Source: an optimization exercise on an open RTL-to-GDS flow (aim: a short achievable clock period and few clock cycles). Production flows keep margins and buffers that such runs may drop. Only simulation tests tie the RTL to the original design; equivalence was not proved. Power figures rest on the tool's default switching activity, not on a simulated workload.

===== flow/constraint.sdc =====
create_clock -name core_clock -period 7.0 [get_ports {clk}]
set_input_delay 1.4000 -clock core_clock [delete_from_list [all_inputs] [get_ports {clk}]]
set_output_delay 1.4000 -clock core_clock [all_outputs]
set_load 0.01 [all_outputs]

===== flow/config.mk =====
export PLATFORM = sky130hd
export DESIGN_NAME = cpuTop
export DESIGN_NICKNAME = cpuTop
export VERILOG_FILES = /design/flow/design.v
export SDC_FILE = /design/flow/constraint.sdc
export NUM_CORES = 4
export LEC_CHECK = 0
export CAP_MARGIN = 20
export CORE_MARGIN = 2
export CORE_UTILIZATION = 30
export PLACE_DENSITY = 0.45
export SLEW_MARGIN = 20

===== flow/design.v =====
package cpu_pkg;
    typedef logic [32-1:0]     word_t;
    typedef logic [32-1:0] pc_t;
    typedef logic [4:0]               regIdx_t;
    typedef logic [31:0]              instr_t;
    typedef enum logic [2:0] {
        aluAdd,
        aluSub,
        aluAnd,
        aluOr,
        aluSlt
    } aluOp_t;
    typedef logic [1:0] fwdSel_t;
    localparam fwdSel_t fwdReg       = 2'd0;
    localparam fwdSel_t fwdExMem     = 2'd1;
    localparam fwdSel_t fwdMemWbAlu  = 2'd2;
    localparam fwdSel_t fwdMemWbLoad = 2'd3;
    typedef struct packed {
        logic   regWrite;
        logic   memWrite;
        logic   memToReg;
        logic   useImm;
        logic   branch;
        logic   halt;
        aluOp_t aluOp;
    } ctrl_t;
    typedef struct packed {
        logic   valid;
        instr_t instr;
        pc_t    pcNext;
    } ifIdReg_t;
    typedef struct packed {
        logic    valid;
        ctrl_t   ctrl;
        regIdx_t rs;
        regIdx_t rt;
        regIdx_t dest;
        word_t   rsVal;
        word_t   rtVal;
        word_t   imm;
        pc_t     pcNext;
    } idExReg_t;
    typedef struct packed {
        logic    valid;
        ctrl_t   ctrl;
        regIdx_t dest;
        word_t   aluResult;
        word_t   storeData;
    } exMemReg_t;
    typedef struct packed {
        logic    valid;
        logic    regWrite;
        logic    memToReg;
        logic    halt;
        regIdx_t dest;
        word_t   aluResult;
        word_t   loadData;
    } memWbReg_t;
    typedef struct packed {
        logic    valid;
        regIdx_t dest;
        word_t   data;
    } wbPort_t;
    typedef struct packed {
        logic  valid;
        word_t addr;
        word_t data;
    } storePort_t;
endpackage
module registerFile (
    input  logic      idex,
    input  logic      arstN,
    input  cpu_pkg::regIdx_t   rsIdx,
    input  cpu_pkg::regIdx_t   rtIdx,
    input  cpu_pkg::memWbReg_t memWb,
    output cpu_pkg::word_t     rsVal,
    output cpu_pkg::word_t     rtVal
);
    cpu_pkg::word_t regs [32];
    logic  wrEn;
    cpu_pkg::word_t wrData;
    assign wrEn   = memWb.valid && memWb.regWrite && (memWb.dest != '0);
    assign wrData = memWb.memToReg ? memWb.loadData : memWb.aluResult;
    always_ff @(posedge idex or negedge arstN) begin
        if (!arstN) begin
            for (int i = 0; i < 32; i++) begin
                regs[i] <= '0;
            end
        end else if (wrEn) begin
            regs[memWb.dest] <= wrData;
        end
    end
    assign rsVal = (rsIdx == '0) ? '0 : (wrEn && memWb.dest == rsIdx) ? wrData : regs[rsIdx];
    assign rtVal = (rtIdx == '0) ? '0 : (wrEn && memWb.dest == rtIdx) ? wrData : regs[rtIdx];
endmodule
module fetchStage (
    input  logic     idex,
    input  logic     arstN,
    input  cpu_pkg::instr_t   instruction,
    input  logic     stall,
    input  logic     flushIfId,
    input  logic     halting,
    input  logic     jumpTaken,
    input  cpu_pkg::pc_t      jumpTarget,
    input  logic     branchTaken,
    input  cpu_pkg::pc_t      branchTarget,
    output cpu_pkg::pc_t      pc,
    output cpu_pkg::ifIdReg_t ifId
);
    cpu_pkg::pc_t pcNext;
    assign pcNext = pc + 1'b1;
    always_ff @(posedge idex or negedge arstN) begin
        if (!arstN) begin
            pc <= '0;
        end else if (branchTaken) begin
            pc <= branchTarget;
        end else if (!stall && !halting) begin
            if (jumpTaken) begin
                pc <= jumpTarget;
            end else begin
                pc <= pcNext;
            end
        end
    end
    always_ff @(posedge idex or negedge arstN) begin
        if (!arstN) begin
            ifId <= '0;
        end else if (flushIfId) begin
            ifId.valid <= 1'b0;
        end else if (!stall) begin
            ifId.valid  <= !halting;
            ifId.instr  <= instruction;
            ifId.pcNext <= pcNext;
        end
    end
endmodule
module decodeStage (
    input  logic     idex,
    input  logic     arstN,
    input  cpu_pkg::ifIdReg_t ifId,
    input  logic     stall,
    input  logic     flushIdEx,
    input  cpu_pkg::word_t    rsVal,
    input  cpu_pkg::word_t    rtVal,
    output cpu_pkg::regIdx_t  rsIdx,
    output cpu_pkg::regIdx_t  rtIdx,
    output cpu_pkg::idExReg_t idEx,
    output logic     jumpTaken,
    output cpu_pkg::pc_t      jumpTarget,
    output logic     halting
);
    logic [5:0] opcode;
    logic [5:0] funct;
    cpu_pkg::regIdx_t    rdIdx;
    cpu_pkg::word_t      immExt;
    cpu_pkg::ctrl_t      ctrlD;
    cpu_pkg::regIdx_t    destD;
    logic       isHalt;
    logic       haltSeen;
    logic       loadIdEx;
    assign opcode = ifId.instr[31:26];
    assign rsIdx  = ifId.instr[25:21];
    assign rtIdx  = ifId.instr[20:16];
    assign rdIdx  = ifId.instr[15:11];
    assign funct  = ifId.instr[5:0];
    assign immExt = {{(32-16){ifId.instr[15]}}, ifId.instr[15:0]};
    assign isHalt = ifId.valid && (ifId.instr == 32'hffff_ffff);
    assign jumpTaken  = ifId.valid && !isHalt && (opcode == 6'h02);
    assign jumpTarget = {ifId.pcNext[31:28], 2'b00, ifId.instr[25:0]};
    always_comb begin
        ctrlD       = '0;
        ctrlD.aluOp = cpu_pkg::aluAdd;
        destD       = rtIdx;
        if (isHalt) begin
            ctrlD.halt = 1'b1;
        end else begin
            case (opcode)
                6'h00: begin
                    destD          = rdIdx;
                    ctrlD.regWrite = 1'b1;
                    case (funct)
                        6'h20: ctrlD.aluOp = cpu_pkg::aluAdd;
                        6'h22: ctrlD.aluOp = cpu_pkg::aluSub;
                        6'h24: ctrlD.aluOp = cpu_pkg::aluAnd;
                        6'h25:  ctrlD.aluOp = cpu_pkg::aluOr;
                        6'h2a: ctrlD.aluOp = cpu_pkg::aluSlt;
                        default:     ctrlD.regWrite = 1'b0;
                    endcase
                end
                6'h08: begin
                    ctrlD.regWrite = 1'b1;
                    ctrlD.useImm   = 1'b1;
                end
                6'h23: begin
                    ctrlD.regWrite = 1'b1;
                    ctrlD.memToReg = 1'b1;
                    ctrlD.useImm   = 1'b1;
                end
                6'h2b: begin
                    ctrlD.memWrite = 1'b1;
                    ctrlD.useImm   = 1'b1;
                end
                6'h04: begin
                    ctrlD.branch = 1'b1;
                    ctrlD.aluOp  = cpu_pkg::aluSub;
                end
                default: ;
            endcase
        end
        if (destD == '0) begin
            ctrlD.regWrite = 1'b0;
        end
    end
    assign loadIdEx = ifId.valid && !stall && !flushIdEx;
    always_ff @(posedge idex or negedge arstN) begin
        if (!arstN) begin
            haltSeen <= 1'b0;
        end else if (isHalt && loadIdEx) begin
            haltSeen <= 1'b1;
        end
    end
    assign halting = haltSeen | isHalt;
    always_ff @(posedge idex or negedge arstN) begin
        if (!arstN) begin
            idEx <= '0;
        end else begin
            idEx.valid  <= loadIdEx;
            idEx.ctrl   <= loadIdEx ? ctrlD : '0;
            idEx.rs     <= rsIdx;
            idEx.rt     <= rtIdx;
            idEx.dest   <= destD;
            idEx.rsVal  <= rsVal;
            idEx.rtVal  <= rtVal;
            idEx.imm    <= immExt;
            idEx.pcNext <= ifId.pcNext;
        end
    end
endmodule
module executeStage (
    input  logic      idex,
    input  logic      arstN,
    input  cpu_pkg::idExReg_t  idEx,
    input  cpu_pkg::fwdSel_t   fwdA,
    input  cpu_pkg::fwdSel_t   fwdB,
    input  cpu_pkg::word_t     exMemResult,
    input  cpu_pkg::word_t     memWbResult,
    input  cpu_pkg::word_t     memWbLoad,
    output cpu_pkg::exMemReg_t exMem,
    output logic      branchTaken,
    output cpu_pkg::pc_t       branchTarget
);
    cpu_pkg::word_t opA;
    cpu_pkg::word_t rtFwd;
    cpu_pkg::word_t opB;
    cpu_pkg::word_t aluResult;
    function automatic cpu_pkg::word_t pickOperand(
        input cpu_pkg::fwdSel_t sel,
        input cpu_pkg::word_t   regVal,
        input cpu_pkg::word_t   exMemVal,
        input cpu_pkg::word_t   wbAluVal,
        input cpu_pkg::word_t   wbLoadVal
    );
        cpu_pkg::word_t result;
        case (sel)
            cpu_pkg::fwdExMem:     result = exMemVal;
            cpu_pkg::fwdMemWbAlu:  result = wbAluVal;
            cpu_pkg::fwdMemWbLoad: result = wbLoadVal;
            default:      result = regVal;
        endcase
        pickOperand = result;
    endfunction
    assign opA   = pickOperand(fwdA, idEx.rsVal, exMemResult, memWbResult, memWbLoad);
    assign rtFwd = pickOperand(fwdB, idEx.rtVal, exMemResult, memWbResult, memWbLoad);
    assign opB = idEx.ctrl.useImm ? idEx.imm : rtFwd;
    always_comb begin
        case (idEx.ctrl.aluOp)
            cpu_pkg::aluSub:  aluResult = opA - opB;
            cpu_pkg::aluAnd:  aluResult = opA & opB;
            cpu_pkg::aluOr:   aluResult = opA | opB;
            cpu_pkg::aluSlt:  aluResult = ($signed(opA) < $signed(opB)) ? cpu_pkg::word_t'(1) : '0;
            default: aluResult = opA + opB;
        endcase
    end
    assign branchTaken  = idEx.valid && idEx.ctrl.branch && (opA == rtFwd);
    assign branchTarget = idEx.pcNext + idEx.imm;
    always_ff @(posedge idex or negedge arstN) begin
        if (!arstN) begin
            exMem <= '0;
        end else begin
            exMem.valid     <= idEx.valid && !branchTaken;
            exMem.ctrl      <= (idEx.valid && !branchTaken) ? idEx.ctrl : '0;
            exMem.dest      <= idEx.dest;
            exMem.aluResult <= aluResult;
            exMem.storeData <= rtFwd;
        end
    end
endmodule
module memoryStage (
    input  logic       idex,
    input  logic       arstN,
    input  cpu_pkg::exMemReg_t  exMem,
    output cpu_pkg::storePort_t store,
    output cpu_pkg::memWbReg_t  memWb
);
    cpu_pkg::word_t                          dmem [16];
    logic [4-1:0] dmemIdx;
    logic                           storeEn;
    cpu_pkg::word_t                          loadData;
    assign dmemIdx = exMem.aluResult[4-1:0];
    assign storeEn = exMem.valid && exMem.ctrl.memWrite;
    assign store.valid = storeEn;
    assign store.addr  = exMem.aluResult;
    assign store.data  = exMem.storeData;
    always_ff @(posedge idex or negedge arstN) begin
        if (!arstN) begin
            for (int i = 0; i < 16; i++) begin
                dmem[i] <= '0;
            end
        end else if (storeEn) begin
            dmem[dmemIdx] <= exMem.storeData;
        end
    end
    assign loadData = dmem[dmemIdx];
    always_ff @(posedge idex or negedge arstN) begin
        if (!arstN) begin
            memWb <= '0;
        end else begin
            memWb.valid     <= exMem.valid;
            memWb.regWrite  <= exMem.valid && exMem.ctrl.regWrite;
            memWb.memToReg  <= exMem.ctrl.memToReg;
            memWb.halt      <= exMem.valid && exMem.ctrl.halt;
            memWb.dest      <= exMem.dest;
            memWb.aluResult <= exMem.aluResult;
            memWb.loadData  <= loadData;
        end
    end
endmodule
module hazardUnit (
    input  cpu_pkg::regIdx_t   ifIdRs,
    input  cpu_pkg::regIdx_t   ifIdRt,
    input  cpu_pkg::idExReg_t  idEx,
    input  cpu_pkg::exMemReg_t exMem,
    input  cpu_pkg::memWbReg_t memWb,
    input  logic      branchTaken,
    input  logic      jumpTaken,
    output logic      stall,
    output logic      flushIfId,
    output logic      flushIdEx,
    output cpu_pkg::fwdSel_t   fwdA,
    output cpu_pkg::fwdSel_t   fwdB
);
    logic loadUse;
    function automatic cpu_pkg::fwdSel_t pickSource(
        input cpu_pkg::regIdx_t   src,
        input cpu_pkg::exMemReg_t em,
        input cpu_pkg::memWbReg_t mw
    );
        cpu_pkg::fwdSel_t sel;
        sel = cpu_pkg::fwdReg;
        if (src != '0) begin
            if (em.valid && em.ctrl.regWrite && em.dest == src) begin
                sel = cpu_pkg::fwdExMem;
            end else if (mw.valid && mw.regWrite && mw.dest == src) begin
                sel = mw.memToReg ? cpu_pkg::fwdMemWbLoad : cpu_pkg::fwdMemWbAlu;
            end
        end
        pickSource = sel;
    endfunction
    assign fwdA = pickSource(idEx.rs, exMem, memWb);
    assign fwdB = pickSource(idEx.rt, exMem, memWb);
    assign loadUse = idEx.valid && idEx.ctrl.memToReg && idEx.ctrl.regWrite
                     && (idEx.dest == ifIdRs || idEx.dest == ifIdRt);
    assign stall = loadUse && !branchTaken;
    assign flushIfId = branchTaken || (jumpTaken && !stall);
    assign flushIdEx = branchTaken;
endmodule
module pipelineCpu (
    input  logic       idex,
    input  logic       arstN,
    output cpu_pkg::pc_t        pc,
    input  cpu_pkg::instr_t     instruction,
    output cpu_pkg::wbPort_t    writeBack,
    output cpu_pkg::storePort_t store,
    output logic       halted
);
    cpu_pkg::ifIdReg_t  ifId;
    cpu_pkg::idExReg_t  idEx;
    cpu_pkg::exMemReg_t exMem;
    cpu_pkg::memWbReg_t memWb;
    cpu_pkg::regIdx_t rsIdx;
    cpu_pkg::regIdx_t rtIdx;
    cpu_pkg::word_t   rsVal;
    cpu_pkg::word_t   rtVal;
    logic    jumpTaken;
    cpu_pkg::pc_t     jumpTarget;
    logic    branchTaken;
    cpu_pkg::pc_t     branchTarget;
    logic    halting;
    logic    stall;
    logic    flushIfId;
    logic    flushIdEx;
    cpu_pkg::fwdSel_t fwdA;
    cpu_pkg::fwdSel_t fwdB;
    logic haltedQ;
    fetchStage uFetch (
        .idex(idex), .arstN(arstN), .instruction(instruction),
        .stall(stall), .flushIfId(flushIfId), .halting(halting),
        .jumpTaken(jumpTaken), .jumpTarget(jumpTarget),
        .branchTaken(branchTaken), .branchTarget(branchTarget),
        .pc(pc), .ifId(ifId)
    );
    decodeStage uDecode (
        .idex(idex), .arstN(arstN), .ifId(ifId), .stall(stall),
        .flushIdEx(flushIdEx), .rsVal(rsVal), .rtVal(rtVal),
        .rsIdx(rsIdx), .rtIdx(rtIdx), .idEx(idEx),
        .jumpTaken(jumpTaken), .jumpTarget(jumpTarget), .halting(halting)
    );
    registerFile uRegs (
        .idex(idex), .arstN(arstN), .rsIdx(rsIdx), .rtIdx(rtIdx),
        .memWb(memWb), .rsVal(rsVal), .rtVal(rtVal)
    );
    executeStage uExecute (
        .idex(idex), .arstN(arstN), .idEx(idEx), .fwdA(fwdA), .fwdB(fwdB),
        .exMemResult(exMem.aluResult), .memWbResult(memWb.aluResult),
        .memWbLoad(memWb.loadData), .exMem(exMem),
        .branchTaken(branchTaken), .branchTarget(branchTarget)
    );
    memoryStage uMemory (
        .idex(idex), .arstN(arstN), .exMem(exMem), .store(store), .memWb(memWb)
    );
    hazardUnit uHazard (
        .ifIdRs(rsIdx), .ifIdRt(rtIdx), .idEx(idEx), .exMem(exMem), .memWb(memWb),
        .branchTaken(branchTaken), .jumpTaken(jumpTaken), .stall(stall),
        .flushIfId(flushIfId), .flushIdEx(flushIdEx), .fwdA(fwdA), .fwdB(fwdB)
    );
    assign writeBack.valid = memWb.valid & memWb.regWrite;
    assign writeBack.dest  = memWb.dest;
    assign writeBack.data  = memWb.memToReg ? memWb.loadData : memWb.aluResult;
    always_ff @(posedge idex or negedge arstN) begin
        if (!arstN) begin
            haltedQ <= 1'b0;
        end else if (memWb.valid && memWb.halt) begin
            haltedQ <= 1'b1;
        end
    end
    assign halted = haltedQ | (memWb.valid & memWb.halt);
endmodule
module cpuTop (
    input  logic        clk,
    input  logic        arstN,
    output logic [31:0] pc,
    input  logic [31:0] instruction,
    output logic        wb_valid,
    output logic [4:0]  wb_dest,
    output logic [31:0] wb_data,
    output logic        st_valid,
    output logic [31:0] st_addr,
    output logic [31:0] st_data,
    output logic        halted
);
    cpu_pkg::wbPort_t    writeBack;
    cpu_pkg::storePort_t store;
    pipelineCpu uCpu (
        .idex(clk), .arstN(arstN), .pc(pc), .instruction(instruction),
        .writeBack(writeBack), .store(store), .halted(halted)
    );
    assign wb_valid = writeBack.valid;
    assign wb_dest  = writeBack.dest;
    assign wb_data  = writeBack.data;
    assign st_valid = store.valid;
    assign st_addr  = store.addr;
    assign st_data  = store.data;
endmodule

===== flow/run.sh =====
#!/bin/bash
# synth_recipe.tcl (not shown) runs the flow's synth.tcl, then flattens the netlist and writes it again
# the make line also repeats each setting of config.mk as NAME=value (left out here)
make -C /OpenROAD-flow-scripts/flow DESIGN_CONFIG=/design/flow/config.mk WORK_HOME=/design/flow/orfs CLKGATE_MAP_FILE= SYNTH_SCRIPT=/design/flow/synth_recipe.tcl finish

==> summary.txt <==
The endpoint identified for the worst register-to-register timing path is uCpu.uExecute.exMem[59]$_DFF_PN0_. The residual antenna-violating net count after detailed routing is 0. The final core area utilization came out at 35.0%. The share of final-layout standard cells stronger than drive strength 1 is 15.8%. The global placer's final weighted congestion came out at 0.929. The worst setup path is launched from a flop.

Sequential cells were found to cover 51.2% of the synthesized design area. In this run, the combinational gates consume 15.4% of the power. The worst setup path is of the flop to flop kind. The worst min-delay path endpoint is uCpu.uMemory.memWb[70]$_DFF_PN0_. The TritonCTS clock tree is yes. The wire length of the first global-routing pass is 648,000 um. Setup violations remaining at the end of the flow were counted as 0. Counting every net in the synthesized netlist gives 9,375. The count of flip-flops with a built-in enable after synthesis came out at 0. The final HPWL from detailed placement came out at 292,000 um. At the worst endpoint, the required time is 7.79 ns. The instance area at placement came out at 99,700 um2. The endpoint arrival time on the critical path came out at 7.25 ns. The max-slew violation count came out at 0. The clock sink count is 1,887. Summed over all failing endpoints, the final setup total negative slack is 0 ns. The instance count of the mapped netlist is 9,210. The post-route clock skew came out at 0.109 ns.

The leakage component of the power is 47.1 nW. The power spent charging and discharging nets is 9.01 mW. The final design area excluding fillers is 107,000 um2. The mapped cell area came out at 92,100 um2.

The max-cap violation count came out at 0. Buffers placed on the I/O ports in this run total 169. The count of boundary I/O pins came out at 170. The transition time of the tightest slew-check pin came out at 1.32 ns. The post-layout net count is 9,222. The share of synthesized registers carrying an async set or reset is 100%. The flow ran to the end and the layout has no timing, DRC or antenna violations. The total via count after detailed routing came out at 82,800.

Of all nets on the critical path, the largest fanout is 28. The root buffer cell chosen for the clock tree is clkbuf_16. Compared with the post-synthesis result, the final layout area differs by 16.3%.

The footprint of the flip-flops and latches came out at 47,200 um2. The library cell used most frequently in the layout, excluding fill and tap cells, is dfrtp_1. The average instance in the mapped netlist occupies 10.0 um2. For this run, the leading register cell type out of synthesis is dfrtp_1. The floorplan core area is 306,000 um2. The startpoint of the tightest hold check path is uCpu.uExecute.exMem[75]$_DFF_PN0_.

Gates resized during post-CTS repair numbered 0. The critical register-to-register path startpoint is uCpu.uMemory.memWb[64]$_DFF_PN0_. The maximum level of the CTS H-tree is 4. Dividing total power by cell area gives a power density of 270 nW/um2. The worst hold slack is 0.393 ns. The upper clock frequency limit is 155 MHz. The number of global-route vias before repair came to 79,200. The global routing usage summed across all routing layers is 29.3%. The number of instances on the worst hold path came out at 0. The clock insertion delay at the later pin of the skew report came out at 0.96 ns. For this run, design rule violations remaining after detail routing come to 0. The initial antenna violation count came out at 29. Counting flops and latches in the post-synthesis netlist gives 1,887. The number of hold-slack violations in the final timing report is 0. The die footprint came out at 312,000 um2. The setup check on the worst reg-to-reg path leaves a slack of 0.54 ns. The internal cell power is 19.9 mW. The final critical-path required period came out at 6.46 ns.

The area of the multi-input gates is 41,900 um2. The worst-case clock buffer depth came out at 4. The row count is 203. The first-iteration detailed-routing DRC count is 11,700.

The final period utilization is 92.3%. The die outline height is 558 um. The starting density of the core is 30.1%. The detailed-router iteration count before antenna repair is 7.

Dividing the detail-routed wire length by the instance count gives 35.2 um. The number of filler cells placed in the layout is 30,800. The path class of the tightest hold or removal check is flop to flop. The worst pin sits at a relative slew slack of 11.0%.

The total wire length came out at 470,000 um. The horizontal die dimension is 558 um. Total power for the finished layout comes to 28.9 mW. The remaining global-route overflow came out at 0. The clock slew at the register clock pins of the worst setup and hold paths came out at 0.07 ns.

The count of yosys warnings during synthesis came out at 9. The number of cell instances on the worst register-to-register path came out at 19. In this run, post-CTS hold repair placed 0 buffers. The number of setup buffers added after CTS came out at 0. In the layout the commonest cells are 1,884 x dfrtp_1, 1,025 x nor2_1, 1,022 x a21oi_1, 729 x a22oi_1, 517 x mux2_2. The number of vias per cell after detailed routing is 6.21.

The switching portion of total power is 31.1%. Entering global routing, the biggest net connects 164 pins. The worst setup path is captured at a flop. The clock network accounts for 41.1% of the total power.

The number of buffers inserted during clock tree synthesis came out at 215. The register share of total power is 43.5%. The largest voltage drop on the vdd net came out at 0.205 mV.

The distinct cell type count after synthesis came out at 95. Setup repair after global routing left no endpoint under its margin.
synthesized netlist by cell type, drive strengths merged (23+ instances only):
cell type,n,area [um2]
dfrtp,1887,47200
nor2,1125,4240
a21oi,1022,5110
clkbuf,744,2790
a22oi,730,5490
mux2,519,5840
o21ai,404,2020
nand2,327,1230
a221oi,246,2150
nand4,218,1360
inv,194,728
a22o,175,1530
nand3,173,866
buf,148,910
ha,128,1600
nor3,92,460
a211oi,81,608
a31oi,72,450
a222oi,64,641
xnor2,59,517
o22ai,55,350
a21o,54,405
nor4,54,338
mux2i,49,490
xor2,48,420
o22a,43,377
o31ai,42,315
nand2b,37,231
a211o,33,289
a21boi,28,210
o221ai,25,219
and2,24,150
o21a,23,173
or2,23,144
per-stage QoR:
stage,worst slack (ns),cells
6_report,0.541,13300
5_1_grt,0.0447,13300
4_1_cts,0.672,13300
3_5_place_dp,0.699,12900
3_3_place_gp,0.774,12900
2_1_floorplan,1.64,9210
layer usage:
metal,track usage (%),wire length [um]
met5,0.0617,230
met4,14.4,27500
met3,7.63,48700
met2,43.6,201000
met1,39.4,193000
layout make-up:
cell class                 instances  share of cell area [%]
tap                             4100                    4.79
inverter                         195                   0.683
clock buffer                     305                    5.88
antenna                           12                  0.0280
sequential                      1887                    44.1
multi-input combinational       6236                    39.1
clock inverter                    83                   0.948
timing repair buffer             522                    4.45
power groups by stage:
stage / logic, mW / registers (mW) / clock network, mW
6_report: 4.47 / 12.6 / 11.9
5_1_grt: 4.75 / 12.6 / 12.5
4_1_cts: 4.41 / 12.5 / 12.0
3_5_place_dp: 4.38 / 12.7 / 0
3_3_place_gp: 4.36 / 12.7 / 0
2_1_floorplan: 2.43 / 12.2 / 0
kinds of logic (layout without fill, tap and decap cells):
| group | Yosys count | after routing | share of synthesized area [%] |
|---|---|---|---|
| other | 0 | 12 | 0 |
| AND/OR/NAND/NOR | 2173 | 2173 | 10.6 |
| multiplexers | 568 | 568 | 6.87 |
| XOR/XNOR | 107 | 107 | 1.02 |
| buffers and inverters | 1087 | 1105 | 4.81 |
| flip-flops | 1887 | 1887 | 51.2 |
| adder cells (fa/ha/maj) | 133 | 133 | 1.82 |
| AO/OA/AOI/OAI | 3255 | 3255 | 23.6 |
worst max-delay path by stage:
stage	startpoint	endpoint	slack (ns)	cells past startpoint
2_1_floorplan	uCpu.uDecode.idEx[134]$_DFF_PN0_	uCpu.uExecute.exMem[61]$_DFF_PN0_	1.64	21
3_3_place_gp	uCpu.uDecode.idEx[134]$_DFF_PN0_	uCpu.uExecute.exMem[59]$_DFF_PN0_	0.77	18
3_5_place_dp	uCpu.uMemory.memWb[64]$_DFF_PN0_	uCpu.uExecute.exMem[59]$_DFF_PN0_	0.70	19
4_1_cts	uCpu.uDecode.idEx[134]$_DFF_PN0_	uCpu.uExecute.exMem[59]$_DFF_PN0_	0.67	18
5_1_grt	uCpu.uMemory.memWb[64]$_DFF_PN0_	uCpu.uExecute.exMem[59]$_DFF_PN0_	0.04	19
6_report	uCpu.uMemory.memWb[64]$_DFF_PN0_	uCpu.uExecute.exMem[59]$_DFF_PN0_	0.54	19
registers in the layout (all words and copies together) (netlist names):
register,count
uCpu.uFetch.pc,32
uCpu.uExecute.exMem,74
uCpu.uDecode.haltSeen,1
uCpu.uMemory.dmem,512
uCpu.uDecode.idEx,137
uCpu.uFetch.ifId,65
uCpu.uRegs.regs,992
uCpu.uMemory.memWb,73
uCpu.haltedQ,1
critical path, stage by stage, from the launching register on:
cell	delay, ns
dfrtp_1	0.62
inv_2	0.16
a221oi_1	0.39
nand4_1	0.19
buf_4	0.29
o21ai_1	0.50
o221ai_1	0.44
inv_1	0.22
ha_1	0.28
a211o_1	0.30
a211oi_1	0.31
nor3_1	0.13
a211o_1	0.35
o31ai_1	0.57
a221oi_1	0.34
a211oi_1	0.48
buf_4	0.23
o21ai_0	0.10
a221oi_1	0.30
o22ai_1	0.10
Testbench counts, summed over its fixed seeds: cycles 24,459.

[afterwards: timing with drivers on the ports]
The flow's constraints put no driver on any port. The routed layout listed below was extracted and timed again, unchanged, in two steps.
Step 1: set_driving_cell puts a clkbuf_16 on clk and a buf_2 on each other input, an assumption about the parent block.
Step 2 times the ports against the registers' clock, not the clock port: input delays grow and output delays shrink by t, the midpoint of the rising clock arrivals with the driver on.
Three values: no drivers, after step 1, after step 2; two values: the first two.
shift t [ns]: 1.000
setup slack, ns: 0.541 / 0.541 / 0.541
slew at the worst register clock pin (ns): 0.07 / 0.07
After both steps this run still meets setup and hold. The setup slack of this run moves by 0.000 ns with the drivers and by 0.000 ns with both steps.
